This design comes from an exercise in tuning for small area and a short achievable clock period on the open sky130 flow, not from production work.
Where RTL was checked, it was by simulation tests only, not by an equivalence proof against the original.
Only the layout flow was run in run 1; the RTL was not checked for function there.

==> design.v <==
package cordic_pkg;
    localparam logic [127:0] CTRL_B0 = 128'h003fffc0000000010000000007fff800;
    localparam logic [127:0] CTRL_B1 = 128'h0000003ffffffffefffffffff8000000;
    localparam logic [127:0] CTRL_B2 = 128'hfffffffffff80000ffffe00000000000;
    localparam logic [127:0] CTRL_B3 = 128'h1ff01fff80ff80fffe03fe03fff01ff0;
    localparam logic [127:0] CTRL_B4 = 128'h1fc01fc000f800fe0003e003f8001800;
    localparam logic [127:0] CTRL_B5 = 128'he1f0e1c78f1b870e1e3c6e1c38f1e0f0;
    localparam logic [127:0] CTRL_B6 = 128'h66f3265993259b32664c966ccb366133;
    localparam logic [127:0] CTRL_B7 = 128'haa556a8ab54ea9572ad53aa55d52ab55;
    localparam logic [127:0] CTRL_B8 = 128'h0f03c3e0e0e43c3c838390f0f0783e0f;
    localparam logic [127:0] CTRL_B9 = 128'h0073fffc6000031ff180000c7fff9c00;
    localparam logic [127:0] CTRL_B10 = 128'haaa96976aaaaaab7daaaaaaadd2d2aaa;
    localparam logic [127:0] CTRL_B11 = 128'hc6f0f0f86c6b1b0fe1b1ac6c3e1e1ec6;
    localparam logic [127:0] CTRL_B12 = 128'h01000000101404000040501000000101;
    function automatic logic [12:0] ctrl_word(input logic [6:0] r);
        ctrl_word = {CTRL_B12[r], CTRL_B11[r], CTRL_B10[r], CTRL_B9[r], CTRL_B8[r], CTRL_B7[r], CTRL_B6[r], CTRL_B5[r], CTRL_B4[r], CTRL_B3[r], CTRL_B2[r], CTRL_B1[r], CTRL_B0[r]};
    endfunction
endpackage
`timescale 1ns/1ps
module cordic_rotator (
    input  logic                    clk,
    input  logic                    rst_n,
    input  logic                    in_valid,
    input  logic [9-1:0] in_x,
    input  logic [9-1:0] in_y,
    input  logic [9-1:0] in_angle,
    output logic                    out_valid,
    output logic [32-1:0]    out_x,
    output logic [32-1:0]    out_y
);
    localparam logic [10:0] PIPE = 11'b11111111111;
    function automatic logic [15-1:0] bk_add15( 
        input logic [15-1:0] a, 
        input logic [15-1:0] b, 
        input logic         ci 
    ); 
        logic [15-1:0] p, g; 
        p = a ^ b; 
        g = a & b; 
        g[0] = g[0] | (p[0] & ci); 
        for (int d = 1; d < 15; d = d * 2) 
            for (int i = 2 * d - 1; i < 15; i += 2 * d) 
            begin 
                g[i] = g[i] | (p[i] & g[i - d]); 
                p[i] = p[i] & p[i - d]; 
            end 
        for (int d = 16; d >= 1; d = d / 2) 
            for (int i = 3 * d - 1; i < 15; i += 2 * d) 
            begin 
                g[i] = g[i] | (p[i] & g[i - d]); 
                p[i] = p[i] & p[i - d]; 
            end 
        bk_add15 = (a ^ b) ^ {g[15-2:0], ci}; 
    endfunction
    function automatic logic [19-1:0] bk_add19( 
        input logic [19-1:0] a, 
        input logic [19-1:0] b, 
        input logic         ci 
    ); 
        logic [19-1:0] p, g; 
        p = a ^ b; 
        g = a & b; 
        g[0] = g[0] | (p[0] & ci); 
        for (int d = 1; d < 19; d = d * 2) 
            for (int i = 2 * d - 1; i < 19; i += 2 * d) 
            begin 
                g[i] = g[i] | (p[i] & g[i - d]); 
                p[i] = p[i] & p[i - d]; 
            end 
        for (int d = 16; d >= 1; d = d / 2) 
            for (int i = 3 * d - 1; i < 19; i += 2 * d) 
            begin 
                g[i] = g[i] | (p[i] & g[i - d]); 
                p[i] = p[i] & p[i - d]; 
            end 
        bk_add19 = (a ^ b) ^ {g[19-2:0], ci}; 
    endfunction
    function automatic logic [23-1:0] bk_add23( 
        input logic [23-1:0] a, 
        input logic [23-1:0] b, 
        input logic         ci 
    ); 
        logic [23-1:0] p, g; 
        p = a ^ b; 
        g = a & b; 
        g[0] = g[0] | (p[0] & ci); 
        for (int d = 1; d < 23; d = d * 2) 
            for (int i = 2 * d - 1; i < 23; i += 2 * d) 
            begin 
                g[i] = g[i] | (p[i] & g[i - d]); 
                p[i] = p[i] & p[i - d]; 
            end 
        for (int d = 16; d >= 1; d = d / 2) 
            for (int i = 3 * d - 1; i < 23; i += 2 * d) 
            begin 
                g[i] = g[i] | (p[i] & g[i - d]); 
                p[i] = p[i] & p[i - d]; 
            end 
        bk_add23 = (a ^ b) ^ {g[23-2:0], ci}; 
    endfunction
    function automatic logic [22:0] add_ci(
        input logic [22:0] a,
        input logic [22:0] b,
        input logic        ci
    );
        add_ci = bk_add23(a, b, ci);
    endfunction
    function automatic logic signed [22:0] addsub(
        input logic signed [22:0] a,
        input logic signed [22:0] b,
        input logic               sub
    );
        addsub = add_ci(a, b ^ {23{sub}}, sub);
    endfunction
    logic signed [8:0] ain;
    logic [3:0]        qs;
    assign ain   = in_angle;
    assign qs[0] = ain < -135 || ain >= 135;
    assign qs[1] = ain >= -135 && ain < -45;
    assign qs[2] = ain >= -45 && ain < 45;
    assign qs[3] = ain >= 45 && ain < 135;
    logic              v0;
    logic signed [8:0] x0, y0, a0;
    logic [7:0]        q0;
    cordic_pipe #(.W(35), .EN(PIPE[0])) p0 (.clk(clk),
        .d({in_x, in_y, in_angle, ~qs, qs}), .q({x0, y0, a0, q0}));
    cordic_valid #(.EN(PIPE[0])) pv0 (.clk(clk), .rst_n(rst_n), .d(in_valid), .q(v0));
    logic signed [9:0] xe, ye, xn, yn, xq, yq;
    logic [3:0]        qy;
    assign xe = x0;
    assign ye = y0;
    assign xn = -xe;
    assign yn = -ye;
    assign qy = ~q0[7:4];
    assign xq = ({10{q0[0]}} & xn) | ({10{q0[1]}} & yn) | ({10{q0[2]}} & xe) | ({10{q0[3]}} & ye);
    assign yq = ({10{qy[0]}} & yn) | ({10{qy[1]}} & xe) | ({10{qy[2]}} & ye) | ({10{qy[3]}} & xn);
    logic xneg, yneg;
    assign xneg = (a0 <= -90) || (a0 > 90);
    assign yneg = (a0 <= 0);
    logic signed [8:0] res;
    assign res = a0 + (({9{q0[0]}} & (a0[8] ? 9'sd180 : -9'sd180))
                     | ({9{q0[1]}} & 9'sd90) | ({9{q0[3]}} & -9'sd90));
    logic [12:0] cw;
    assign cw = cordic_pkg::ctrl_word(res[6:0]);
    logic [2:0] band;
    assign band = {cw[1:0] == 2'd2, cw[1:0] == 2'd1, cw[1:0] == 2'd0};
    logic signed [9:0] x1, y1;
    logic [9:0]        t1;
    logic [11:0]       c1;
    logic              v1;
    cordic_pipe #(.W(20 + 10 + 12), .EN(PIPE[1])) p1 (.clk(clk),
        .d({xq, yq,
            !cw[2] || band[0], cw[2] || band[0],
            !cw[2] && !band[0], cw[2] && !band[0], ~band, band,
            yneg, xneg, cw[12:3]}),
        .q({x1, y1, t1, c1}));
    cordic_valid #(.EN(PIPE[1])) pv1 (.clk(clk), .rst_n(rst_n), .d(v0), .q(v1));
    function automatic logic signed [14:0] triple(
        input logic signed [9:0] p,
        input logic signed [9:0] q,
        input logic [2:0]        band,
        input logic              sub,
        input logic              tdinv
    );
        logic signed [14:0] pe, qe, ta, tb, tc, td, s1, c1;
        pe = p;
        qe = q;
        ta = (pe <<< 4) | {14'd0, !band[0]};
        tb = band[2] ? (pe <<< 2) : (pe <<< 3);
        tc = ((pe & {15{band[0]}}) | ((qe <<< 3) & {15{band[1]}})
              | ((qe <<< 4) & {15{band[2]}})) ^ {15{sub}};
        td = (qe & {15{!band[0]}}) ^ {15{tdinv}};
        s1 = ta ^ tb ^ tc;
        c1 = {((ta & tb) | (ta & tc) | (tb & tc)), 1'b0};
        triple = (s1 ^ c1 ^ td) + {((s1 & c1) | (s1 & td) | (c1 & td)), 1'b0};
    endfunction
    logic signed [14:0] u2, w2;
    logic [11:0]        c2;
    logic               v2;
    cordic_pipe #(.W(30 + 12), .EN(PIPE[2])) p2 (.clk(clk),
        .d({triple(x1, y1, t1[2:0], t1[6], !t1[8]), triple(y1, x1, ~t1[5:3], t1[7], !t1[9]), c1}),
        .q({u2, w2, c2}));
    cordic_valid #(.EN(PIPE[2])) pv2 (.clk(clk), .rst_n(rst_n), .d(v1), .q(v2));
    function automatic logic signed [18:0] times25(input logic signed [14:0] u);
        logic signed [18:0] e, a, b;
        e = u;
        a = e <<< 4;
        b = e <<< 3;
        times25 = bk_add19(a ^ b ^ e, {((a & b) | (a & e) | (b & e)), 1'b0}, 1'b0);
    endfunction
    function automatic logic [1:0] trim_fix(input logic [5:0] u);
        logic [127:0] tab;
        tab = 128'h6b271612aa96554577666211aa695914;
        trim_fix = tab[2 * u +: 2];
    endfunction
    logic signed [18:0] u3, w3;
    logic [1:0]         fu3, fw3;
    logic [11:0]        c3;
    logic               v3;
    cordic_pipe #(.W(38 + 4 + 12), .EN(PIPE[3])) p3 (.clk(clk),
        .d({times25(u2), times25(w2), trim_fix(u2[5:0]), trim_fix(w2[5:0]), c2}),
        .q({u3, w3, fu3, fw3, c3}));
    cordic_valid #(.EN(PIPE[3])) pv3 (.clk(clk), .rst_n(rst_n), .d(v2), .q(v3));
    function automatic logic signed [22:0] gain_trim(
        input logic signed [18:0] t,
        input logic [1:0]         fix
    );
        logic signed [22:0] lo;
        lo = t >>> 6;
        gain_trim = add_ci({t, 2'b00, fix}, lo, 1'b0);
    endfunction
    logic signed [22:0] u4, w4;
    logic [5:0]         s4;
    logic [9:0]         c4;
    logic               v4;
    cordic_pipe #(.W(46 + 6 + 10), .EN(PIPE[4])) p4 (.clk(clk),
        .d({gain_trim(u3, fu3), gain_trim(w3, fw3),
            c3[0], !(c3[0] && !c3[1]), !(c3[0] && c3[1]),
            !c3[0], c3[0] && c3[1], c3[0] && !c3[1],
            c3[11:2]}),
        .q({u4, w4, s4, c4}));
    cordic_valid #(.EN(PIPE[4])) pv4 (.clk(clk), .rst_n(rst_n), .d(v3), .q(v4));
    function automatic logic signed [22:0] scaled(
        input logic signed [22:0] a,
        input logic signed [22:0] b,
        input logic [2:0]         sel
    );
        logic signed [22:0] bs, as, d;
        logic               ci;
        bs = b >>> 3;
        as = a >>> 7;
        d  = ({23{sel[0]}} & bs) | ({23{sel[1]}} & ~bs) | ({23{sel[2]}} & as);
        ci = sel[1] && (b[2:0] == 3'd0);
        scaled = add_ci(a, d, ci);
    endfunction
    logic signed [22:0] u5, w5;
    logic [9:0]         c5;
    logic               v5;
    cordic_pipe #(.W(46 + 10), .EN(PIPE[5])) p5 (.clk(clk),
        .d({scaled(u4, w4, s4[2:0]), scaled(w4, u4, ~s4[5:3]), c4}),
        .q({u5, w5, c5}));
    cordic_valid #(.EN(PIPE[5])) pv5 (.clk(clk), .rst_n(rst_n), .d(v4), .q(v5));
    logic signed [22:0] u5s, w5s;
    assign u5s = u5 >>> 7;
    assign w5s = w5 >>> 7;
    logic signed [22:0] u6, w6;
    logic [1:0]         s6;
    logic [8:0]         c6;
    logic               v6;
    cordic_pipe #(.W(46 + 2 + 9), .EN(PIPE[6])) p6 (.clk(clk),
        .d({add_ci(u5, ~u5s, 1'b1), add_ci(w5, w5s, 1'b0), !c5[0], c5[0], c5[9:1]}),
        .q({u6, w6, s6, c6}));
    cordic_valid #(.EN(PIPE[6])) pv6 (.clk(clk), .rst_n(rst_n), .d(v5), .q(v6));
    logic signed [22:0] u7, w7, u8, w8, u9, w9;
    logic [1:0]         s7, s8;
    logic [7:0]         c7;
    logic [6:0]         c8;
    logic               v7, v8, v9;
    cordic_pipe #(.W(46 + 2 + 8), .EN(PIPE[7])) p7 (.clk(clk),
        .d({addsub(u6, w6 >>> 5, s6[0]), addsub(w6, u6 >>> 5, s6[1]), !c6[0], c6[0], c6[8:1]}),
        .q({u7, w7, s7, c7}));
    cordic_valid #(.EN(PIPE[7])) pv7 (.clk(clk), .rst_n(rst_n), .d(v6), .q(v7));
    cordic_pipe #(.W(46 + 2 + 7), .EN(PIPE[8])) p8 (.clk(clk),
        .d({addsub(u7, w7 >>> 6, s7[0]), addsub(w7, u7 >>> 6, s7[1]), !c7[0], c7[0], c7[7:1]}),
        .q({u8, w8, s8, c8}));
    cordic_valid #(.EN(PIPE[8])) pv8 (.clk(clk), .rst_n(rst_n), .d(v7), .q(v8));
    function automatic logic [7:0] micro_sel(input logic [3:0] mag, input logic neg,
                                             input logic y);
        logic [3:0] s1;
        logic [1:0] s2;
        logic       n2;
        s1 = '0;
        s2 = '0;
        n2 = 1'b0;
        case (mag)
            4'd1: s1 = 4'b0001;
            4'd2: s1 = 4'b0010;
            4'd3: begin s1 = 4'b0010; s2 = 2'b01; end
            4'd4: s1 = 4'b0100;
            4'd5: begin s1 = 4'b0100; s2 = 2'b01; end
            4'd6: begin s1 = 4'b0100; s2 = 2'b10; end
            4'd7: begin s1 = 4'b1000; s2 = 2'b01; n2 = 1'b1; end
            4'd8: s1 = 4'b1000;
            default: ;
        endcase
        if (y)
            micro_sel = {!(n2 ^ neg), !neg, ~s2, ~s1};
        else
            micro_sel = {n2 ^ neg, neg, s2, s1};
    endfunction
    logic [7:0] mx9, my9;
    logic [1:0] c9;
    cordic_pipe #(.W(46 + 16 + 2), .EN(PIPE[9])) p9 (.clk(clk),
        .d({addsub(u8, w8 >>> 7, s8[0]), addsub(w8, u8 >>> 7, s8[1]),
            micro_sel(c8[4:1], c8[0], 1'b0), micro_sel(c8[4:1], c8[0], 1'b1), c8[6:5]}),
        .q({u9, w9, mx9, my9, c9}));
    cordic_valid #(.EN(PIPE[9])) pv9 (.clk(clk), .rst_n(rst_n), .d(v8), .q(v9));
    function automatic logic signed [22:0] micro(
        input logic signed [22:0] a,
        input logic signed [22:0] b,
        input logic [5:0]         sel,
        input logic [1:0]         inv
    );
        logic signed [22:0] q, p1, p2, s, c;
        q  = b >>> 10;
        p1 = ((q & {23{sel[0]}}) | ((q <<< 1) & {23{sel[1]}})
              | ((q <<< 2) & {23{sel[2]}}) | ((q <<< 3) & {23{sel[3]}})) ^ {23{inv[0]}};
        p2 = ((q & {23{sel[4]}}) | ((q <<< 1) & {23{sel[5]}})) ^ {23{inv[1]}};
        s = a ^ p1 ^ p2;
        c = {((a & p1) | (a & p2) | (p1 & p2)), inv[0]};
        micro = add_ci(s, c, inv[1]);
    endfunction
    logic signed [22:0] u10, w10;
    logic [1:0]         c10;
    logic               v10;
    cordic_pipe #(.W(46 + 2), .EN(PIPE[10])) p10 (.clk(clk),
        .d({micro(u9, w9, mx9[5:0], mx9[7:6]), micro(w9, u9, ~my9[5:0], my9[7:6]), c9}),
        .q({u10, w10, c10}));
    cordic_valid #(.EN(PIPE[10])) pv10 (.clk(clk), .rst_n(rst_n), .d(v9), .q(v10));
    function automatic logic signed [22:0] force_sign(
        input logic signed [22:0] a,
        input logic               neg
    );
        logic s;
        s = a[22] ^ neg;
        force_sign = add_ci(a ^ {23{s}}, 23'd0, s);
    endfunction
    logic signed [22:0] xo, yo;
    logic               xs, ys;
    logic               vo;
    always_ff @(posedge clk)
    begin
        xo <= force_sign(u10, c10[0]);
        yo <= force_sign(w10, c10[1]);
        xs <= c10[0] && (u10 != 23'd0);
        ys <= c10[1] && (w10 != 23'd0);
        vo <= rst_n && v10;
    end
    assign out_valid = vo;
    assign out_x     = {{5{xs}}, {5{xo[22]}}, xo[21:0]};
    assign out_y     = {{5{ys}}, {5{yo[22]}}, yo[21:0]};
endmodule
module cordic_pipe #(
    parameter int W  = 1,
    parameter bit EN = 1'b1
) (
    input  logic         clk,
    input  logic [W-1:0] d,
    output logic [W-1:0] q
);
    if (EN)
    begin : g_reg
        always_ff @(posedge clk)
        begin
            q <= d;
        end
    end
    else
    begin : g_wire
        assign q = d;
    end
endmodule
module cordic_valid #(
    parameter bit EN = 1'b1
) (
    input  logic clk,
    input  logic rst_n,
    input  logic d,
    output logic q
);
    if (EN)
    begin : g_reg
        always_ff @(posedge clk)
        begin
            q <= rst_n && d;
        end
    end
    else
    begin : g_wire
        assign q = d;
    end
endmodule
==> flow/run.sh <==
#!/bin/bash
# Standard layout, with timing repair aimed at a tighter period than the
# constraint (setup margin), so that repair keeps improving the paths that
# set the achieved period. The SDC and the clock period are unchanged.
set -euo pipefail
bash standard.sh SETUP_SLACK_MARGIN=7.1 finish > standard_flow.log 2>&1
==> standard.sh <==
#!/bin/bash
# synth_recipe.tcl (not shown) runs the flow's synth.tcl, then flattens the netlist and writes it again
# the make line also repeats each setting of config.mk as NAME=value (left out here)
make -C /OpenROAD-flow-scripts/flow DESIGN_CONFIG=/design/flow/config.mk WORK_HOME=/design/flow/orfs CLKGATE_MAP_FILE= SYNTH_SCRIPT=/design/flow/synth_recipe.tcl "${@:-finish}"
==> config.mk <==
export PLATFORM = sky130hd
export DESIGN_NAME = cordic_rotator
export DESIGN_NICKNAME = cordic_rotator
export VERILOG_FILES = /design/flow/design.v
export SDC_FILE = /design/flow/constraint.sdc
export NUM_CORES = 4
export LEC_CHECK = 0
export ABC_AREA = 1
export CAP_MARGIN = 20
export CORE_MARGIN = 2
export CORE_UTILIZATION = 40
export CTS_CLUSTER_DIAMETER = 100
export CTS_CLUSTER_SIZE = 25
export SLEW_MARGIN = 20
==> constraint.sdc <==
create_clock -name core_clock -period 10.5 [get_ports {clk}]
set_input_delay 2.1000 -clock core_clock [delete_from_list [all_inputs] [get_ports {clk}]]
set_output_delay 2.1000 -clock core_clock [all_outputs]
set_load 0.01 [all_outputs]
==> summary.txt, run 1 <==
Traced cell by cell, the critical path runs through clkinvlp_4 -> buf_6 -> o21ai_4 -> xor2_2 -> buf_4 -> fa_1 -> ha_1 -> a21oi_1 -> nor2_1 -> a211oi_1 -> nand2_2 -> fa_2 -> xor2_1. The fraction of the mapped netlist area in compound gates came out at 8.207%. Summing the areas of all xor and xnor instances in the mapped netlist gives under 10% of the synthesized area.

The highest attainable clock frequency is approximately 300 MHz. The global-route wire length before repair came out at 143,700 microns. The peak per-stage delay on the critical path is 0.42 ns.

The buffer and inverter count on the worst path came out at 3. Across the routed clock network, the largest skew measured is 0.02775 ns. The count of port buffers added during placement came out at 94. Setup repair after global routing could not meet its margin everywhere. The clock reaches the later pin of the worst-skew pair after 0.60 ns. The worst setup path is of the flop to flop kind. The master cell of the clock root buffer is sky130_fd_sc_hd__clkbuf_16. TritonCTS built the clock tree. The number of flops mapped to enable cells by yosys came out at 0. The fraction of final layout cells with drive strength greater than 1 came out at ~9%. The synthesized design spends more area on one cell type than any other, namely sky130_fd_sc_hd__dfxtp_1. The number of detailed-route iterations in the first pass came out at 6.

For the pin with the worst max-slew slack, the measured transition is around 0.71 ns. For this run the aggregate overflow at the end of global routing stands at 0. The DRC violations left came out at 0. The endpoint arrival time on the critical path is 3.88 ns. The number of levels in the clock H-tree is 2. The share of synthesized cell area in and, or, nand and nor gates came out at ~14%.

At the end of routability-driven placement, the weighted congestion stood at 0.8964. The via count of the first global-routing pass is between 20,000 and 30,000. For this run, the number of Yosys warnings is 11.

The initial antenna violation count is 1. After detailed placement, the design holds a cell count of 6,161. The number of nets in the synthesized netlist is 5,527. The worst setup path is captured at a flop. The master of the slowest instance on the critical path is sky130_fd_sc_hd__fa_1.

The adder-cell share of the synthesized area came out at 26.55%. The cts-stage hold buffer count is 0. The clock sink count came out at 634. The total count of hold-check failures in the final report was 0.

The required arrival time at the worst endpoint is 11.00 ns. The final max-slew violation count is 0. The vias after detailed routing came out at 29,750. After clock tree synthesis, the clock-pin slew on the worst setup and hold paths is 0.10 ns.

Once detailed placement completed, the half-perimeter wirelength came to 70,080 microns. The relative slew slack came out at approximately 52%. In the post-synthesis netlist, the biggest area contributors are sky130_fd_sc_hd__dfxtp_1, sky130_fd_sc_hd__fa_1, sky130_fd_sc_hd__ha_1. The die area came out at between 100,000 and 150,000 sq um. The ratio of routed vias to standard cells is 4.735.

Leaving out fill and tap cells, the most frequent cells in the layout are sky130_fd_sc_hd__inv_1, sky130_fd_sc_hd__nand2_1, sky130_fd_sc_hd__dfxtp_1. Along the worst path, the maximum fanout reaches 6. Across all setup checks in the final design, the least slack found is 7.120 ns. The worst setup timing slack at the placement stage came out at 6.296 ns. The combined global-route utilization of all metal layers is ~17%. The area fraction of the dominant cell type after synthesis came out at between 30% and 40%.

The reported max-cap violation count is 0. The kind of start point of the critical path is a flop. The floorplan step set the die width to 323.4 microns. The remaining antenna violation count came out at 0. After synthesis, the share of flip-flops with an asynchronous set or reset is 0%. The worst hold slack came out at 0.3284 ns. After synthesis the netlist holds a flip-flop and latch count of 634.

The final cycle utilization of the critical path came out at about a third. The main combinational cell family by area after synthesis is adder cells. Of the synthesized area, sequential elements account for 31.10%. The time the final worst path needs with I/O delays and setup came out at 3.380 ns. The count of endpoints failing setup in the final report is 0.

The core region is 101,400 sq um. The sum of negative setup slack came out at 0 ns. The signed area change from the synthesized netlist to the final layout is 11.64%. The repair_antennas step left the layout with diodes totalling 0. The count of non-filler cells in the finished layout is 6,283. Leaving out fill and tap cells, the most frequent cell in the layout is sky130_fd_sc_hd__inv_1.

In this run the worst hold path is classified as flop to flop. In this run the deepest clock path goes through 3 buffers. After detailed routing, the average wire length per cell comes to around 14 microns.

The post-synthesis cell type count is 55. For this run, the leading register cell type out of synthesis is sky130_fd_sc_hd__dfxtp_1. The total routed wirelength is 87,990 microns. The synthesized area divided by synthesized cell count is 8.499 sq um. The worst register-to-register path has a setup slack of 7.12 ns. Entering global routing, the biggest net connects 54 pins. Broken down by cell family, the worst path's largest delay share belongs to adder cells. The number of clock buffers added by TritonCTS is 34. The height of the chip is 323.4 microns. The initial utilization of the core area, before any placement, comes to 40.23%. In the final design database the tool counted 5,630 nets.

The flow ran to the end and the layout has no timing, DRC or antenna violations. 95 I/O pins were placed. The post-synthesis instance total is 4,802.

The count of standard-cell rows came out at 117. The detailed router's first-iteration violation count is 1,455. The combined area of all synthesized cells came out at slightly above 40,000 sq um. The share of cell area taken by muxes after synthesis is 0.1472%.
## registers in the layout (all words and copies together) (netlist names), 6 cells and up, named ones only
register	flops
p9.q	64
p4.q	62
p6.q	57
p5.q	56
p7.q	56
p3.q	54
p8.q	51
p10.q	48
p1.q	42
p2.q	42
p0.q	35
xo	23
yo	23
p9.d	6
## synth_stat cells, drive strengths merged (11+ instances only)
cell type and number:
o22ai 61, a31oi 20, ha 410, xnor2 192
a221oi 23, nand4 25, nor3 26, xor2 246
nand2 913, nor4 12, or2 16, buf 67
o221ai 27, a211oi 17, a21oi 180, o211ai 24
clkbuf 38, a21o 11, inv 958, fa 285
o21ai 136, nor2 244, dfxtp 634, nand3 163
## metrics by stage
stage | area (sq um) | util, %
floorplan | 40830 | -
global placement | 42920 | 42.31
detailed placement | 42920 | 42.31
CTS | 44220 | 43.59
global route | 45560 | 44.91
finish | 45560 | 44.91
## area by class of cell
cell class / instances / area (sq um)
well taps: 1368 / 1712
flip-flops and latches: 634 / 12880
repair buffers: 167 / 1471
clock buffers: 41 / 940.9
clock inverters: 5 / 90.09
repair inverters: 5 / 30.03
fillers: 9917 / 55890
multi-input cells: 3100 / 24740
inverters: 963 / 3705
## path summary, 6_finish.rpt
check / depth (start not counted) / start / end
setup / recovery: 13 / p9.q[5] / p10.q[23]
hold / removal: 0 / p5.q[8] / p6.q[7]
setup reg to reg: 13 / p9.q[5] / p10.q[23]
hold reg to reg: 0 / p5.q[8] / p6.q[7]
## logic make-up (layout without fill, tap and decap cells)
family / count (synthesis) / in the layout
buf+inv: 1068 / 1181
compound gates: 552 / 552
flops: 634 / 634
simple gates: 1409 / 1409
xor+xnor: 438 / 438
fa+ha+maj: 695 / 695
mux: 6 / 6
## layer usage
metal  vias to the layer above  GRT usage (%)  wire length (microns)
li1                      15150              -                      -
met4                         0          5.075                   2775
met5                         -              0                      0
met1                     13870          20.99                  38560
met3                       146          1.834                   3217
met2                       582          30.15                  43440
## repair_timing
item	in CTS	in global routing
gates cloned	0	5
gates resized for setup	157	253
setup buffers	22	49
endpoints found under the setup margin	155	113
pin swaps	3	84
==> run 2: changes to the inputs <==
--- a/design.v
+++ b/design.v
@@ -98,6 +98,15 @@
             end 
         bk_add23 = (a ^ b) ^ {g[23-2:0], ci}; 
     endfunction
+    function automatic logic [22:0] add_fast(
+        input logic [22:0] a,
+        input logic [22:0] b,
+        input logic        ci
+    );
+        logic [23:0] s;
+        s        = {a, 1'b1} + {b, ci};
+        add_fast = s[23:1];
+    endfunction
     function automatic logic [22:0] add_ci(
         input logic [22:0] a,
         input logic [22:0] b,
@@ -308,7 +317,7 @@
         p2 = ((q & {23{sel[4]}}) | ((q <<< 1) & {23{sel[5]}})) ^ {23{inv[1]}};
         s = a ^ p1 ^ p2;
         c = {((a & p1) | (a & p2) | (p1 & p2)), inv[0]};
-        micro = add_ci(s, c, inv[1]);
+        micro = add_fast(s, c, inv[1]);
     endfunction
     logic signed [22:0] u10, w10;
     logic [1:0]         c10;
==> run 2 against run 1 <==
Net effect: highest routed layer unchanged; clock skew shrank 0.0031 ns; final area shrank 0.56%; via count grew 3.4%; setup slack gained 0.055 ns; still clean on timing, DRC and antenna; core utilization shrank 0.51 points.
==> summary.txt, run 2 <==
The DRC violations left is 0 (unchanged). The count of port buffers added during placement came to 94 (unchanged).

The remaining antenna violation count is 0 (unchanged). The buffer and inverter count on the worst path came out at 1 (was 3). The final cycle utilization of the critical path came to 31.66% (was 32.19%). The post-synthesis sequential element count came out at 634 (unchanged). RSZ-0062 raised after global routing: yes (unchanged). The clock tree from TritonCTS is built (unchanged). The worst hold slack was 0.3192 ns (was 0.3284 ns). The highest attainable clock frequency came to 300.8 MHz (was 295.9 MHz). The synthesized area divided by synthesized cell count is 8.300 sq um (was 8.499 sq um). Worst path cell trace: clkdlybuf4s15_1 (was clkinvlp_4 -> buf_6 -> o21ai_4 -> xor2_2 -> buf_4 -> fa_1 -> ha_1 -> a21oi_1 -> nor2_1 -> a211oi_1 -> nand2_2 -> fa_2 -> xor2_1). The reported max-cap violation count came out at 0 (unchanged). The count of standard-cell rows came to 117 (unchanged). The largest net degree at the start of global routing is 51 (was 54). The met2 track demand over resource in global routing is 31.25% (was 30.15%). The post-synthesis instance total was 4,968 (was 4,802). The met1 global-route usage is 22.40% (was 20.99%). The clock latency on the worst-skew pair came out at 0.61 ns (was 0.60 ns). The area fraction of the dominant cell type after synthesis came out at 30.78% (was 31.10%).

The ratio of routed vias to standard cells is 4.784 (was 4.735). The total count of hold-check failures in the final report is 0 (unchanged). The cell family with the largest share of critical-path delay is flip-flops (was adder cells). The number of flip-flops in the largest register came to 64 (unchanged). Largest registers: p9.q: 64 flops, p4.q: 62 flops, p6.q: 57 flops (unchanged). The top flip-flop cell by instance count after synthesis is sky130_fd_sc_hd__dfxtp_1 (unchanged). The most common cell in the synthesized netlist is sky130_fd_sc_hd__nand2_1 (was sky130_fd_sc_hd__inv_1).

The final cell utilization of the core is 44.40% (was 44.91%). The relative slew slack came to 53.47% (was 52.36%).

The HPWL reported at the end of detailed placement was 76,200 microns (was 70,080 microns). Highest-count cells in the layout ignoring fill and taps: sky130_fd_sc_hd__nand2_1, sky130_fd_sc_hd__inv_1, sky130_fd_sc_hd__dfxtp_1 (was sky130_fd_sc_hd__inv_1, sky130_fd_sc_hd__nand2_1, sky130_fd_sc_hd__dfxtp_1). The master cell of the clock root buffer is sky130_fd_sc_hd__clkbuf_16 (unchanged). The combined area of all synthesized cells is 41,230 sq um (was 40,810 sq um). The number of levels in the clock H-tree was 2 (unchanged). The post-synthesis cell type count came out at 51 (was 55). The share of async-settable or async-resettable flops after synthesis was 0% (unchanged). The worst path setup slack after routing came to 7.176 ns (was 7.120 ns). The combined global-route utilization of all metal layers came out at 17.70% (was 16.77%). The die boundary width came out at 325.1 microns (was 323.4 microns). The final weighted congestion in routability-driven placement is 0.9052 (was 0.8964). The count of endpoints failing setup in the final report is 0 (unchanged). The maximum number of buffers from clock root to sink came out at 3 (unchanged). The signed area change from the synthesized netlist to the final layout came out at 9.871% (was 11.64%).

The capturing element type of the critical path is an output port (was flop). The synthesized net count is 5,670 (was 5,527). The die area came out at 105,700 sq um (was 104,600 sq um). The global-route wire length before repair came out at 154,100 microns (was 143,700 microns). The post-CTS clock slew at the launch and capture registers of the worst setup and hold paths came out at 0.09 ns (was 0.10 ns). The count of boundary I/O pins is 95 (unchanged).

The master of the slowest instance on the critical path was sky130_fd_sc_hd__dfxtp_2 (was sky130_fd_sc_hd__fa_1). Commonest cells post-synth: sky130_fd_sc_hd__nand2_1, sky130_fd_sc_hd__inv_1, sky130_fd_sc_hd__dfxtp_1 (was sky130_fd_sc_hd__inv_1, sky130_fd_sc_hd__nand2_1, sky130_fd_sc_hd__dfxtp_1). The leading cell type in the layout, fill and taps excluded was sky130_fd_sc_hd__nand2_1 (was sky130_fd_sc_hd__inv_1). The clock buffer count from CTS was 34 (unchanged). The peak per-stage delay on the critical path is 0.37 ns (was 0.42 ns). The count of inserted antenna diode cells is 0 (unchanged). The met3 global-route usage is 1.921% (was 1.834%). The fraction of final layout cells with drive strength greater than 1 came out at 5.630% (was 8.891%). The number of warnings reported in the yosys synthesis log is 11 (unchanged). The final net count came out at 5,750 (was 5,630). The worst setup skew after layout came to 0.02462 ns (was 0.02775 ns). The initial antenna violation count came out at 0 (was 1). Result of the run: no timing/DRC/antenna violations (unchanged). The number of detailed-route iterations in the first pass came out at 5 (was 6).

The transition time at the pin with the least slew margin came to 0.6970 ns (was 0.7123 ns). The clock sink count was 634 (unchanged). The worst setup timing slack at the placement stage came out at 6.398 ns (was 6.296 ns). The required arrival time at the worst endpoint came to 8.40 ns (was 11.00 ns). The largest area contributor in the netlist is sky130_fd_sc_hd__dfxtp_1 (unchanged). The aggregate global routing overflow came to 0 (unchanged).

The height of the chip was 325.1 microns (was 323.4 microns). The vias after detailed routing is 30,760 (was 29,750). The detailed router's first-iteration violation count came out at 1,574 (was 1,455). The via count of the first global-routing pass is 30,290 (was 28,930).

The global routing's busiest layer is met2 (unchanged). The endpoint arrival time on the critical path came to 1.22 ns (was 3.88 ns). The starting utilization of the core area is 40.41% (was 40.23%). The kind of start point of the critical path is a flop (unchanged). The time the final worst path needs with I/O delays and setup came to 3.324 ns (was 3.380 ns).

The sequential cell area fraction in the yosys report is 30.78% (was 31.10%). The final routed wire length divided by cell count came out at 14.61 microns (was 14.00 microns). The total routed wirelength is 93,950 microns (was 87,990 microns). The maximum fanout encountered on the critical timing path was 5 (was 6). The type of the setup path with the least slack is flop to output port (was flop to flop). The register ranked first by flip-flop count is p9.q (unchanged). The type of the worst min-delay path is flop to flop (unchanged).

The number of flops mapped to enable cells by yosys came out at 0 (unchanged). The final max-slew violation count was 0 (unchanged). The area inside the core boundary came out at 102,000 sq um (was 101,400 sq um). Top cells by area, synth: sky130_fd_sc_hd__dfxtp_1, sky130_fd_sc_hd__fa_1, sky130_fd_sc_hd__ha_1 (unchanged). The sum of negative setup slack is 0 ns (unchanged).
[run 2: through the flow]
stage          cell area (sq um)  cells
2_1_floorplan              41230   4968
3_3_place_gp               43400   6334
3_5_place_dp               43400   6334
4_1_cts                    44680   6399
5_1_grt                    45300   6430
6_report                   45300   6430
[run 2: layer usage]
metal / routed length (microns) / up-vias / part of all wire [%]
li1: - / 15790 / -
met1: 42000 / 14270 / 45
met2: 45370 / 556 / 48
met3: 3539 / 136 / 3.8
met4: 3034 / 0 / 3.2
met5: 0 / - / 0
[run 2: cell type report]
cell class / count / area, sq um
clock buffers: 38 / 929.6
clock inverters: 12 / 207.7
fillers: 10210 / 56730
inverters: 919 / 3521
multi-input cells: 3314 / 24850
flip-flops and latches: 634 / 12800
well taps: 1368 / 1712
repair buffers: 138 / 1234
repair inverters: 7 / 50.05
[run 2: kinds of logic after synthesis]
kind of cell | synth area share, %
AND/OR/NAND/NOR | 15.57
buffers and inverters | 9.640
adder cells (fa/ha/maj) | 25.18
flip-flops | 30.78
AO/OA/AOI/OAI | 9.067
XOR/XNOR | 9.664
multiplexers | 0.09710
[run 2: what timing repair did]
action	in CTS	in global routing
hold buffers	0	0
resized for setup	125	140
endpoints found under the setup margin	154	97
pin swaps	1	15
gates cloned	2	5
buffers inserted	13	26
[run 2: path summary, 6_finish.rpt]
check / start / to / slack, ns / cells after the start
max: xo[22] / out_x[25] / 7.18 / 1
min: p4.q[1] / p5.q[1] / 0.32 / 0
max reg2reg: p9.q[4] / p10.q[24] / 7.26 / 17
min reg2reg: p4.q[1] / p5.q[1] / 0.32 / 0
==> run 3: changes to the inputs <==
==> flow/run.sh (replaced) <==
#!/bin/bash
# Standard layout, with timing repair aimed at a tighter period than the
# constraint (setup margin), so that repair keeps improving the paths that
# set the achieved period. The SDC and the clock period are unchanged.
set -euo pipefail
bash standard.sh SETUP_SLACK_MARGIN=7.2 finish > standard_flow.log 2>&1
--- a/config.mk
+++ b/config.mk
@@ -10,5 +10,5 @@
 export CORE_MARGIN = 2
 export CORE_UTILIZATION = 40
 export CTS_CLUSTER_DIAMETER = 100
-export CTS_CLUSTER_SIZE = 25
+export CTS_CLUSTER_SIZE = 30
 export SLEW_MARGIN = 20
==> run 3 against run 2 <==
Net effect: synthesized cell count unchanged; clock skew increased by 0.0091 ns; sequential share of layout area fell by 0.072 points; critical endpoint is now out_x[31].
==> summary.txt, run 3 <==
The die area came out at 105,700 sq um (unchanged). The maximum number of buffers from clock root to sink is 3 (unchanged). The final cycle utilization of the critical path was 31.93% (was 31.66%). The register ranked first by flip-flop count is p9.q (unchanged). The number of flops mapped to enable cells by yosys came out at 0 (unchanged).

The post-CTS clock slew at the launch and capture registers of the worst setup and hold paths came out at 0.11 ns (was 0.09 ns). The count of standard-cell rows was 117 (unchanged). The share of synthesized cell area in and, or, nand and nor gates came out at 15.57% (unchanged). The number of warnings reported in the yosys synthesis log is 11 (unchanged). The ratio of routed vias to standard cells is 4.797 (was 4.784).

The count of endpoints failing setup in the final report came out at 0 (unchanged). The worst path setup slack after routing came out at 7.147 ns (was 7.176 ns). The clock sink count was 634 (unchanged). The vias after detailed routing came out at 30,950 (was 30,760). The detailed router's first-iteration violation count came to 1,553 (was 1,574).

The post-synthesis cell type count came to 51 (unchanged). The count of inserted antenna diode cells came out at 0 (unchanged). The endpoint arrival time on the critical path is 1.25 ns (was 1.22 ns).

The final weighted congestion in routability-driven placement is 0.9080 (was 0.9052). The type of the worst min-delay path is flop to flop (unchanged). The number of detailed-route iterations in the first pass was 5 (unchanged). The combined global-route utilization of all metal layers is 17.86% (was 17.70%). The clock buffer count from CTS came out at 30 (was 34). The hold path startpoint is p8.q[5] (was p4.q[1]). The post-place instance area is 43,390 sq um (was 43,400 sq um). The height of the chip came out at 325.1 microns (unchanged). The clock latency on the worst-skew pair is 0.65 ns (was 0.61 ns).

Top cells by area, synth: sky130_fd_sc_hd__dfxtp_1, sky130_fd_sc_hd__fa_1, sky130_fd_sc_hd__ha_1 (unchanged). Largest registers: p9.q: 64 flops, p4.q: 62 flops, p6.q: 57 flops (unchanged). The via count of the first global-routing pass is 30,730 (was 30,290). RSZ-0062 raised after global routing: yes (unchanged). The post-route standard cell area excluding fillers is 45,580 sq um (was 45,300 sq um). The final max-slew violation count is 0 (unchanged). The adder-cell share of the synthesized area is 25.18% (unchanged).

The share of cell area taken by muxes after synthesis came out at 0.09710% (unchanged). The final net count is 5,771 (was 5,750). The starting utilization of the core area is 40.41% (unchanged). The count of non-filler cells in the finished layout is 6,452 (was 6,430). The number of fillers in the final layout came out at 10,120 (was 10,210).

The fraction of the mapped netlist area in compound gates is 9.067% (unchanged). The worst setup timing slack at the placement stage was 6.423 ns (was 6.398 ns). The signed area change from the synthesized netlist to the final layout is 10.54% (was 9.871%). The reported max-cap violation count came out at 0 (unchanged). The combined area of all synthesized cells is 41,230 sq um (unchanged). The number of flip-flops in the largest register came out at 64 (unchanged).

The remaining antenna violation count is 0 (unchanged). The hold path depth is 0 (unchanged). The kind of start point of the critical path is a flop (unchanged). The worst setup skew after layout came out at 0.03369 ns (was 0.02462 ns). The most common cell in the synthesized netlist is sky130_fd_sc_hd__nand2_1 (unchanged). The area inside the core boundary is 102,000 sq um (unchanged). The DRC violations left came to 0 (unchanged). The number of levels in the clock H-tree came out at 1 (was 2). The worst-case reg-to-reg path depth came out at 14 (was 17). The initial antenna violation count is 0 (unchanged).

The main combinational cell family by area after synthesis is adder cells (unchanged). Commonest cells post-synth: sky130_fd_sc_hd__nand2_1, sky130_fd_sc_hd__inv_1, sky130_fd_sc_hd__dfxtp_1 (unchanged). The area share of xor/xnor cells in the synthesized design came out at 9.664% (unchanged). The area fraction of the dominant cell type after synthesis came out at 30.78% (unchanged).

The maximum fanout encountered on the critical timing path is 4 (was 5). The post-synthesis sequential element count came out at 634 (unchanged). The largest area contributor in the netlist was sky130_fd_sc_hd__dfxtp_1 (unchanged). The total routed wirelength came to 94,980 microns (was 93,950 microns). The top flip-flop cell by instance count after synthesis is sky130_fd_sc_hd__dfxtp_1 (unchanged).

The cell count after placement is 6,333 (was 6,334). The synthesized net count is 5,670 (unchanged). The global-route wire length before repair came out at 156,300 microns (was 154,100 microns). The share of async-settable or async-resettable flops after synthesis came to 0% (unchanged). The reg-to-reg critical path endpoint is p2.q[25] (was p10.q[24]). The capturing element type of the critical path is an output port (unchanged). The fraction of final layout cells with drive strength greater than 1 came to 8.596% (was 5.630%).

The master cell of the clock root buffer was sky130_fd_sc_hd__clkbuf_16 (unchanged). The total count of hold-check failures in the final report is 0 (unchanged). The HPWL reported at the end of detailed placement came out at 76,640 microns (was 76,200 microns).

The highest attainable clock frequency is 298.3 MHz (was 300.8 MHz). The sum of negative setup slack was 0 ns (unchanged). The time the final worst path needs with I/O delays and setup is 3.353 ns (was 3.324 ns).

The clock tree from TritonCTS is built (unchanged). The startpoint of the worst register-to-register path is p1.q[15] (was p9.q[4]). The largest net degree at the start of global routing came out at 51 (unchanged).

The relative slew slack is 52.98% (was 53.47%). The die boundary width came out at 325.1 microns (unchanged). The aggregate global routing overflow came out at 0 (unchanged). Result of the run: no timing/DRC/antenna violations (unchanged). The worst-case hold path end point was p9.q[0] (was p5.q[1]).

The count of boundary I/O pins is 95 (unchanged). The required arrival time at the worst endpoint came out at 8.40 ns (about the same). The count of port buffers added during placement is 94 (unchanged).

The leading cell type in the layout, fill and taps excluded was sky130_fd_sc_hd__nand2_1 (unchanged). The synthesized area divided by synthesized cell count is 8.300 sq um (unchanged). The worst setup slack for register-to-register paths came out at 7.30 ns (was 7.26 ns). The post-synthesis instance total is 4,968 (unchanged). The transition time at the pin with the least slew margin is 0.7043 ns (was 0.6970 ns). The sequential cell area fraction in the yosys report came out at 30.78% (unchanged). The type of the setup path with the least slack was flop to output port (unchanged). The final routed wire length divided by cell count is 14.72 microns (was 14.61 microns). Highest-count cells in the layout ignoring fill and taps: sky130_fd_sc_hd__nand2_1, sky130_fd_sc_hd__inv_1, sky130_fd_sc_hd__dfxtp_1 (unchanged).
==> run 3: cell counts after synthesis <==
Identical to the previous run, type by type.
==> run 3: cell families (layout without fill, tap and decap cells) <==
family | after synthesis | after routing
adder cells (fa/ha/maj) | 672 | 672
XOR/XNOR | 455 | 455
AO/OA/AOI/OAI | 617 | 617
multiplexers | 4 | 4
AND/OR/NAND/NOR | 1566 | 1566
buffers and inverters | 1020 | 1136
flip-flops | 634 | 634
==> run 3: worst max path at each step <==
stage,from,endpoint,slack [ns],cells past startpoint
2_1_floorplan,p1.q[17],p2.q[26],7.23,14
3_3_place_gp,p1.q[14],p2.q[38],6.48,14
3_5_place_dp,p1.q[14],p2.q[38],6.42,14
4_1_cts,xs,out_x[31],7.07,2
5_1_grt,xs,out_x[31],7.08,2
6_report,xs,out_x[31],7.15,2
==> run 3: critical path, cell delays in order, from the launching register on <==
cell,delay (ns)
sky130_fd_sc_hd__dfxtp_4,0.38
sky130_fd_sc_hd__buf_6,0.12
sky130_fd_sc_hd__buf_6,0.11
==> run 3: layout make-up <==
class                      count  area, sq um  area share (%)
clock buffer                  32        789.5           1.732
clock inverter                15        247.7          0.5435
inverter                     919         3533           7.752
multi-input combinational   3314        25120           55.12
sequential                   634        12850           28.19
tap                         1368         1712           3.755
timing repair buffer         163         1279           2.805
timing repair inverter         7        47.55          0.1043
==> run 3: per-stage QoR <==
step           util (%)  hold slack [ns]
3_3_place_gp      42.53           0.3109
3_5_place_dp      42.53           0.3121
6_report          44.67           0.3091
2_1_floorplan         -           0.3096
5_1_grt           44.67           0.3129
4_1_cts           43.65           0.3054
==> run 3: per-layer routing <==
layer | GRT usage (%) | part of all wire (%) | routed length, microns | vias to the layer above
li1 | - | - | - | 15820
met1 | 22.86 | 45 | 42400 | 14350
met2 | 31.79 | 49 | 46160 | 628
met3 | 1.738 | 3.8 | 3579 | 158
met4 | 5.072 | 3.0 | 2837 | 0
met5 | 0 | 0 | 0 | -
==> run 3: what timing repair did <==
action / in CTS / in global routing
hold buffers: 0 / 0
cloned: 3 / 4
pin swaps: 6 / 37
setup endpoints to repair: 179 / 108
buffers inserted: 23 / 42
resized for setup: 358 / 191
==> run 4: changes to the inputs <==
--- a/config.mk
+++ b/config.mk
@@ -5,10 +5,9 @@
 export SDC_FILE = /design/flow/constraint.sdc
 export NUM_CORES = 4
 export LEC_CHECK = 0
-export ABC_AREA = 1
 export CAP_MARGIN = 20
 export CORE_MARGIN = 2
 export CORE_UTILIZATION = 40
 export CTS_CLUSTER_DIAMETER = 100
-export CTS_CLUSTER_SIZE = 30
+export CTS_CLUSTER_SIZE = 25
 export SLEW_MARGIN = 20
==> run 4 against run 3 <==
Net effect: fmax shrank 5.4%; core utilization rose by 1.7 points; flip-flop and latch count unchanged.
==> summary.txt, run 4 <==
The count of non-filler cells in the finished layout is 5,600 (was 6,452). Highest-count cells in the layout ignoring fill and taps: sky130_fd_sc_hd__dfxtp_1, sky130_fd_sc_hd__inv_1, sky130_fd_sc_hd__ha_1 (was sky130_fd_sc_hd__nand2_1, sky130_fd_sc_hd__inv_1, sky130_fd_sc_hd__dfxtp_1). The capturing element type of the critical path is a flop (was output port). The via count of the first global-routing pass came out at 29,090 (was 30,730). The leading cell type in the layout, fill and taps excluded is sky130_fd_sc_hd__dfxtp_1 (was sky130_fd_sc_hd__nand2_1).

Worst path cell trace: buf_6 -> or3_1 -> a22oi_1 -> xnor2_1 -> fa_1 -> ha_4 -> a21o_1 -> a21o_1 -> a21o_1 -> a21oi_1 -> o21ai_0 -> or3_1 -> a21oi_2 -> xnor2_1 (was buf_6 -> buf_6). The aggregate global routing overflow is 0 (unchanged). The number of detailed-route iterations in the first pass was 7 (was 5). The signed area change from the synthesized netlist to the final layout is 15.34% (was 10.54%).

The most common cell in the synthesized netlist is sky130_fd_sc_hd__dfxtp_1 (was sky130_fd_sc_hd__nand2_1).

The post-synthesis instance total is 4,141 (was 4,968). The met3 global-route usage came out at 1.713% (was 1.738%). Largest registers: p9.q: 64 flops, p4.q: 62 flops, p6.q: 57 flops (unchanged). The transition time at the pin with the least slew margin is 0.7800 ns (was 0.7043 ns). The total count of hold-check failures in the final report is 0 (unchanged).

The global routing's busiest layer was met2 (unchanged). The height of the chip came out at 320.9 microns (was 325.1 microns). The share of async-settable or async-resettable flops after synthesis came to 0% (unchanged). The count of standard-cell rows is 116 (was 117). The cell count after placement came to 5,415 (was 6,333). The synthesized area divided by synthesized cell count is 9.702 sq um (was 8.300 sq um). The combined global-route utilization of all metal layers came out at 17.48% (was 17.86%). The kind of start point of the critical path is a flop (unchanged). The cts-stage hold buffer count came to 0 (unchanged).

The sum of negative setup slack was 0 ns (unchanged). The cell family with the largest share of critical-path delay was compound AO/OA/AOI/OAI gates (was flip-flops). The area fraction of the dominant cell type after synthesis is 31.59% (was 30.78%). The register ranked first by flip-flop count is p9.q (unchanged). The endpoint arrival time on the critical path came out at 4.11 ns (was 1.25 ns). The number of warnings reported in the yosys synthesis log came out at 11 (unchanged).

The initial antenna violation count came out at 0 (unchanged). The maximum number of buffers from clock root to sink came out at 3 (unchanged). The clock buffer count from CTS is 31 (was 30).

The DRC violations left is 0 (unchanged). Result of the run: no timing/DRC/antenna violations (unchanged). The synthesized net count is 4,843 (was 5,670). The final cell utilization of the core came to 46.41% (was 44.67%).

The area inside the core boundary is 99,860 sq um (was 102,000 sq um). The master cell of the clock root buffer is sky130_fd_sc_hd__clkbuf_16 (unchanged). The worst hold slack was 0.3251 ns (was 0.3091 ns). The total routed wirelength was 91,780 microns (was 94,980 microns). The relative slew slack is 47.93% (was 52.98%). The number of levels in the clock H-tree is 1 (unchanged). The number of flops mapped to enable cells by yosys is 0 (unchanged). The type of the setup path with the least slack is flop to flop (was flop to output port). The cell seen most often among critical-path stages was sky130_fd_sc_hd__a21o_1 (was sky130_fd_sc_hd__buf_6). The largest net degree at the start of global routing was 43 (was 51). The ratio of routed vias to standard cells came out at 5.201 (was 4.797).

The die area is 103,000 sq um (was 105,700 sq um). The global-route wire length before repair came out at 148,500 microns (was 156,300 microns). The final routed wire length divided by cell count came to 16.39 microns (was 14.72 microns). The clock tree from TritonCTS is built (unchanged). The buffer and inverter count on the worst path is 1 (was 2).

The fraction of final layout cells with drive strength greater than 1 is 15.88% (was 8.596%). RSZ-0062 raised after global routing: yes (unchanged). The final max-slew violation count came out at 0 (unchanged). The clock latency on the worst-skew pair came to 0.65 ns (about the same). The final cycle utilization of the critical path was 33.74% (was 31.93%).

The post-synthesis cell type count is 80 (was 51). The peak per-stage delay on the critical path is 0.51 ns (was 0.38 ns). Commonest cells post-synth: sky130_fd_sc_hd__dfxtp_1, sky130_fd_sc_hd__inv_1, sky130_fd_sc_hd__ha_1 (was sky130_fd_sc_hd__nand2_1, sky130_fd_sc_hd__inv_1, sky130_fd_sc_hd__dfxtp_1). The number of flip-flops in the largest register came out at 64 (unchanged). The count of endpoints failing setup in the final report is 0 (unchanged). The required arrival time at the worst endpoint is 11.07 ns (was 8.40 ns). The remaining antenna violation count is 0 (unchanged). The HPWL reported at the end of detailed placement is 69,630 microns (was 76,640 microns). The largest area contributor in the netlist is sky130_fd_sc_hd__dfxtp_1 (unchanged). The maximum fanout encountered on the critical timing path came out at 7 (was 4). Top cells by area, synth: sky130_fd_sc_hd__dfxtp_1, sky130_fd_sc_hd__fa_1, sky130_fd_sc_hd__ha_1 (unchanged). The type of the worst min-delay path is flop to flop (unchanged). The met2 track demand over resource in global routing came out at 31.22% (was 31.79%). The vias after detailed routing is 29,130 (was 30,950). The clock sink count is 634 (unchanged).

The post-CTS clock slew at the launch and capture registers of the worst setup and hold paths came out at 0.10 ns (was 0.11 ns). The count of inserted antenna diode cells came out at 0 (unchanged). The final net count is 4,997 (was 5,771). The final weighted congestion in routability-driven placement is 0.8768 (was 0.9080).

The sequential cell area fraction in the yosys report is 31.59% (was 30.78%). The top flip-flop cell by instance count after synthesis is sky130_fd_sc_hd__dfxtp_1 (unchanged).

The worst setup skew after layout is 0.03261 ns (was 0.03369 ns). The post-synthesis sequential element count came to 634 (unchanged). The master of the slowest instance on the critical path is sky130_fd_sc_hd__fa_1 (was sky130_fd_sc_hd__dfxtp_4).

The starting utilization of the core area is 40.23% (was 40.41%). The met1 global-route usage came out at 22.14% (was 22.86%). The combined area of all synthesized cells was 40,170 sq um (was 41,230 sq um). The reported max-cap violation count is 0 (unchanged). The time the final worst path needs with I/O delays and setup came out at 3.542 ns (was 3.353 ns). The count of boundary I/O pins is 95 (unchanged). The die boundary width is 320.9 microns (was 325.1 microns).

The detailed router's first-iteration violation count is 1,576 (was 1,553). The highest attainable clock frequency is 282.3 MHz (was 298.3 MHz). The count of port buffers added during placement came to 94 (unchanged).
run 4: changes by cell type after synthesis, moves of 40 or more:
cell                       change
sky130_fd_sc_hd__nand2_1     -802
sky130_fd_sc_hd__inv_1       -375
sky130_fd_sc_hd__nand3_1     -124
sky130_fd_sc_hd__xnor2_1      +94
sky130_fd_sc_hd__nor2_1       -70
sky130_fd_sc_hd__a21o_1       +64
sky130_fd_sc_hd__nand2b_1     +50
sky130_fd_sc_hd__clkbuf_1     +42
sky130_fd_sc_hd__a22oi_1      +40
run 4: worst paths after layout:
path | startpoint | end | slack, ns | cells after the start
setup / recovery | p9.q[12] | p10.q[46] | 6.96 | 14
hold reg to reg | p1.q[9] | p2.q[9] | 0.33 | 0
hold / removal | p1.q[9] | p2.q[9] | 0.33 | 0
setup reg to reg | p9.q[12] | p10.q[46] | 6.96 | 14
run 4: timing repair:
action | in CTS | in global routing
gates cloned | 1 | 2
setup buffers | 90 | 52
pin swaps | 128 | 142
setup endpoints to repair | 232 | 113
resized for setup | 537 | 227
run 4: cell families (layout without fill, tap and decap cells):
family,after synthesis,in the layout,share of synthesized area [%]
fa+ha+maj,672,672,25.84
xor+xnor,513,513,11.18
mux,28,28,0.7225
flops,634,634,31.59
simple gates,752,753,9.138
buf+inv,652,812,6.285
compound gates,890,890,15.24
run 4: through the flow:
stage	setup WS (ns)	instance area (sq um)
after floorplan	7.001	40570
after global placement	6.287	42570
after detailed placement	6.286	42570
after CTS	6.947	44850
after global routing	6.714	46340
final	6.958	46340
run 4: layer usage:
metal  vias up  routed length (microns)  part of all wire (%)
met5         -                        0                     0
met4         0                     3182                   3.5
met3       173                     3059                   3.3
met2       609                    45120                    49
met1     13920                    40430                    44
li1      14420                        -                     -
run 4: cell type report:
type                    count  area, sq um
fillers                  9352        53520
multi-input cells        2856        26820
flip-flops and latches    634        12940
clock inverters             8        80.08
clock buffers              32        779.5
repair buffers            250         2083
well taps                1298         1624
inverters                 522         2002
run 4: worst register-to-register path: stages (launching register included):
cell                      delay, ns
sky130_fd_sc_hd__dfxtp_4       0.39
sky130_fd_sc_hd__buf_6         0.13
sky130_fd_sc_hd__or3_1         0.32
sky130_fd_sc_hd__a22oi_1       0.19
sky130_fd_sc_hd__xnor2_1       0.19
sky130_fd_sc_hd__fa_1          0.51
sky130_fd_sc_hd__ha_4          0.28
sky130_fd_sc_hd__a21o_1        0.16
sky130_fd_sc_hd__a21o_1        0.17
sky130_fd_sc_hd__a21o_1        0.18
sky130_fd_sc_hd__a21oi_1       0.22
sky130_fd_sc_hd__o21ai_0       0.13
sky130_fd_sc_hd__or3_1         0.33
sky130_fd_sc_hd__a21oi_2       0.15
sky130_fd_sc_hd__xnor2_1       0.13
==> run 5: changes to the inputs <==
--- a/config.mk
+++ b/config.mk
@@ -5,6 +5,7 @@
 export SDC_FILE = /design/flow/constraint.sdc
 export NUM_CORES = 4
 export LEC_CHECK = 0
+export ABC_AREA = 1
 export CAP_MARGIN = 20
 export CORE_MARGIN = 2
 export CORE_UTILIZATION = 40
==> run 5 against run 4 <==
Net effect: count of clock-buffer cells in the layout is 7 higher; routed wire length is 3.5% higher; synthesized cell count is 20% higher; highest routed layer unchanged.
==> summary.txt, run 5 <==
The height of the chip came out at 325.1 microns (was 320.9 microns). The final cycle utilization of the critical path is 31.33% (was 33.74%). The count of endpoints failing setup in the final report came out at 0 (unchanged). The initial antenna violation count came out at 0 (unchanged). The area inside the core boundary came to 102,000 sq um (was 99,860 sq um). The fraction of final layout cells with drive strength greater than 1 came out at 7.635% (was 15.88%). The aggregate global routing overflow is 0 (unchanged). The HPWL reported at the end of detailed placement is 76,640 microns (was 69,630 microns). RSZ-0062 raised after global routing: yes (unchanged). The clock buffer count from CTS is 35 (was 31). The count of standard-cell rows is 117 (was 116).

The type of the setup path with the least slack was flop to output port (was flop to flop). The global-route wire length before repair came to 156,600 microns (was 148,500 microns). The final cell utilization of the core came out at 44.72% (was 46.41%). The combined global-route utilization of all metal layers came out at 17.96% (was 17.48%). The time the final worst path needs with I/O delays and setup came out at 3.290 ns (was 3.542 ns).

The peak per-stage delay on the critical path is 0.37 ns (was 0.51 ns). The endpoint arrival time on the critical path is 1.19 ns (was 4.11 ns). The detailed router's first-iteration violation count is 1,541 (was 1,576).

The reported max-cap violation count came out at 0 (unchanged). The sum of negative setup slack is 0 ns (unchanged). The largest net degree at the start of global routing is 51 (was 43).

The buffer and inverter count on the worst path is 2 (was 1). The number of warnings reported in the yosys synthesis log is 11 (unchanged). The final max-slew violation count came out at 0 (unchanged). The top flip-flop cell by instance count after synthesis is sky130_fd_sc_hd__dfxtp_1 (unchanged).

The type of the worst min-delay path is flop to flop (unchanged). The signed area change from the synthesized netlist to the final layout is 10.65% (was 15.34%). The ratio of routed vias to standard cells is 4.806 (was 5.201). The starting utilization of the core area is 40.41% (was 40.23%). Result of the run: no timing/DRC/antenna violations (unchanged). The die area came out at 105,700 sq um (was 103,000 sq um). The remaining antenna violation count is 0 (unchanged). The post-route standard cell area excluding fillers is 45,630 sq um (was 46,340 sq um). The largest area contributor in the netlist was sky130_fd_sc_hd__dfxtp_1 (unchanged). The number of flops mapped to enable cells by yosys came out at 0 (unchanged). The number of detailed-route iterations in the first pass came out at 5 (was 7).

The master of the slowest instance on the critical path was sky130_fd_sc_hd__dfxtp_4 (was sky130_fd_sc_hd__fa_1). The relative slew slack came out at 52.68% (was 47.93%). The final net count came out at 5,760 (was 4,997). The post-CTS clock slew at the launch and capture registers of the worst setup and hold paths is 0.10 ns (about the same).

The combined area of all synthesized cells came out at 41,230 sq um (was 40,170 sq um). The cell seen most often among critical-path stages was sky130_fd_sc_hd__buf_6 (was sky130_fd_sc_hd__a21o_1). Top cells by area, synth: sky130_fd_sc_hd__dfxtp_1, sky130_fd_sc_hd__fa_1, sky130_fd_sc_hd__ha_1 (unchanged). The number of levels in the clock H-tree came out at 2 (was 1). The most common cell in the synthesized netlist was sky130_fd_sc_hd__nand2_1 (was sky130_fd_sc_hd__dfxtp_1).

The count of non-filler cells in the finished layout was 6,437 (was 5,600). Highest-count cells in the layout ignoring fill and taps: sky130_fd_sc_hd__nand2_1, sky130_fd_sc_hd__inv_1, sky130_fd_sc_hd__dfxtp_1 (was sky130_fd_sc_hd__dfxtp_1, sky130_fd_sc_hd__inv_1, sky130_fd_sc_hd__ha_1). The leading cell type in the layout, fill and taps excluded was sky130_fd_sc_hd__nand2_1 (was sky130_fd_sc_hd__dfxtp_1). The cell count after placement is 6,333 (was 5,415).

The post-synthesis instance total is 4,968 (was 4,141). The cts-stage hold buffer count came out at 0 (unchanged). The synthesized area divided by synthesized cell count came out at 8.300 sq um (was 9.702 sq um).

The worst path setup slack after routing is 7.210 ns (was 6.958 ns). The vias after detailed routing was 30,940 (was 29,130). The cell family with the largest share of critical-path delay is flip-flops (was compound AO/OA/AOI/OAI gates). Worst path cell trace: buf_6 -> buf_6 (was buf_6 -> or3_1 -> a22oi_1 -> xnor2_1 -> fa_1 -> ha_4 -> a21o_1 -> a21o_1 -> a21o_1 -> a21oi_1 -> o21ai_0 -> or3_1 -> a21oi_2 -> xnor2_1). Largest registers: p9.q: 64 flops, p4.q: 62 flops, p6.q: 57 flops (unchanged). The worst setup timing slack at the placement stage is 6.423 ns (was 6.286 ns).

The number of flip-flops in the largest register is 64 (unchanged). The required arrival time at the worst endpoint came to 8.40 ns (was 11.07 ns). The worst hold slack is 0.3125 ns (was 0.3251 ns). The share of async-settable or async-resettable flops after synthesis came out at 0% (unchanged). The total routed wirelength is 95,020 microns (was 91,780 microns). The count of boundary I/O pins is 95 (unchanged).

The post-place instance area came out at 43,390 sq um (was 42,570 sq um). The post-synthesis cell type count is 51 (was 80).

The count of port buffers added during placement came out at 94 (unchanged). The DRC violations left came to 0 (unchanged). The capturing element type of the critical path is an output port (was flop). Commonest cells post-synth: sky130_fd_sc_hd__nand2_1, sky130_fd_sc_hd__inv_1, sky130_fd_sc_hd__dfxtp_1 (was sky130_fd_sc_hd__dfxtp_1, sky130_fd_sc_hd__inv_1, sky130_fd_sc_hd__ha_1). The final weighted congestion in routability-driven placement is 0.9080 (was 0.8768).

The worst setup skew after layout came out at 0.03421 ns (was 0.03261 ns). The post-synthesis sequential element count came out at 634 (unchanged). The synthesized net count came out at 5,670 (was 4,843). The clock sink count came to 634 (unchanged).

The transition time at the pin with the least slew margin is 0.7088 ns (was 0.7800 ns). The die boundary width came out at 325.1 microns (was 320.9 microns). The maximum fanout encountered on the critical timing path came to 4 (was 7).

The clock tree from TritonCTS is built (unchanged). The register ranked first by flip-flop count is p9.q (unchanged). The sequential cell area fraction in the yosys report came out at 30.78% (was 31.59%). The area fraction of the dominant cell type after synthesis is 30.78% (was 31.59%). The maximum number of buffers from clock root to sink is 3 (unchanged). The count of inserted antenna diode cells is 0 (unchanged). The clock latency on the worst-skew pair came out at 0.61 ns (was 0.65 ns). The total count of hold-check failures in the final report came to 0 (unchanged). The highest attainable clock frequency came to 303.9 MHz (was 282.3 MHz).

The final routed wire length divided by cell count came out at 14.76 microns (was 16.39 microns). The via count of the first global-routing pass came out at 30,840 (was 29,090). The master cell of the clock root buffer is sky130_fd_sc_hd__clkbuf_16 (unchanged). The kind of start point of the critical path was a flop (unchanged).
==> run 5: cell types whose count changed after synthesis, sizes merged, moves of 64 or more <==
cell   previous run  this run
a21o             80        16
inv             518       909
nand2           191      1010
nand3            62       186
nor2            185       261
xnor2           278       184
==> run 5: layout make-up <==
cell class | instances | area, sq um
clock buffers | 39 | 953.4
clock inverters | 9 | 135.1
fillers | 10110 | 56410
inverters | 919 | 3522
multi-input cells | 3314 | 25120
flip-flops and latches | 634 | 12840
well taps | 1368 | 1712
repair buffers | 148 | 1297
repair inverters | 6 | 42.54
==> run 5: path summary, 6_finish.rpt <==
kind / from / to / slack, ns / cells past startpoint
setup / recovery: xs / out_x[30] / 7.21 / 2
hold / removal: p4.q[1] / p5.q[1] / 0.31 / 0
setup reg to reg: p1.q[15] / p2.q[26] / 7.24 / 16
hold reg to reg: p4.q[1] / p5.q[1] / 0.31 / 0
==> run 5: repair_timing <==
item	in CTS	in global routing
cloned	3	3
endpoints found under the hold margin	0	0
resized for setup	251	203
pin swaps	6	28
setup buffers	24	26
setup endpoints to repair	179	121
==> run 5: cell families after synthesis <==
group                    count (synthesis)  share of synthesized area (%)
AO/OA/AOI/OAI                          617                          9.067
XOR/XNOR                               455                          9.664
adder cells (fa/ha/maj)                672                          25.18
buffers and inverters                 1020                          9.640
flip-flops                             634                          30.78
multiplexers                             4                        0.09710
AND/OR/NAND/NOR                       1566                          15.57
==> run 5: per-layer routing <==
metal	vias up	wire (microns)	track usage, %
met3	160	3347	1.793
li1	15810	-	-
met1	14390	42330	22.88
met4	0	3058	5.847
met5	-	0	0
met2	581	46290	31.73

[static timing again, ports no longer ideal]
No port has a modelled driver above. Below, the same layouts with a new extraction and two added sets of constraints. Step 1 sets driving cells, clkbuf_16 on the clock port and buf_2 on the other inputs (assumed; they add their load-dependent delay and slew). Step 2, shift: input delay + t, output delay - t, t = (earliest + latest rising clock arrival at the registers) / 2. This alone moves slack from input paths to output paths. a / b / c = no drivers / after step 1 / after step 2; a / b = the first two.
run | shift t [ns] | slack for setup (ns) | hold slack, ns | worst setup path at the end | latest minus earliest clock arrival (ns)
run 1 | 0.655 | 7.120 / 7.084 / 7.005 | 0.328 / 0.328 / 0.328 | input to register | 0.028 / 0.028
run 2 | 0.665 | 7.176 / 7.111 / 7.051 | 0.319 / 0.319 / 0.319 | input to register | 0.026 / 0.025
run 3 | 0.696 | 7.147 / 7.083 / 6.965 | 0.309 / 0.309 / 0.309 | input to register | 0.036 / 0.036
run 4 | 0.703 | 6.958 / 6.958 / 6.642 | 0.325 / 0.325 / 0.325 | input to register | 0.034 / 0.034
run 5 | 0.649 | 7.210 / 7.147 / 6.960 | 0.313 / 0.313 / 0.313 | input to register | 0.040 / 0.040
After both steps setup and hold are still met in every run listed. The setup slack of run 4, which loses most, moves by 0.000 ns with the drivers and by -0.316 ns with both steps.
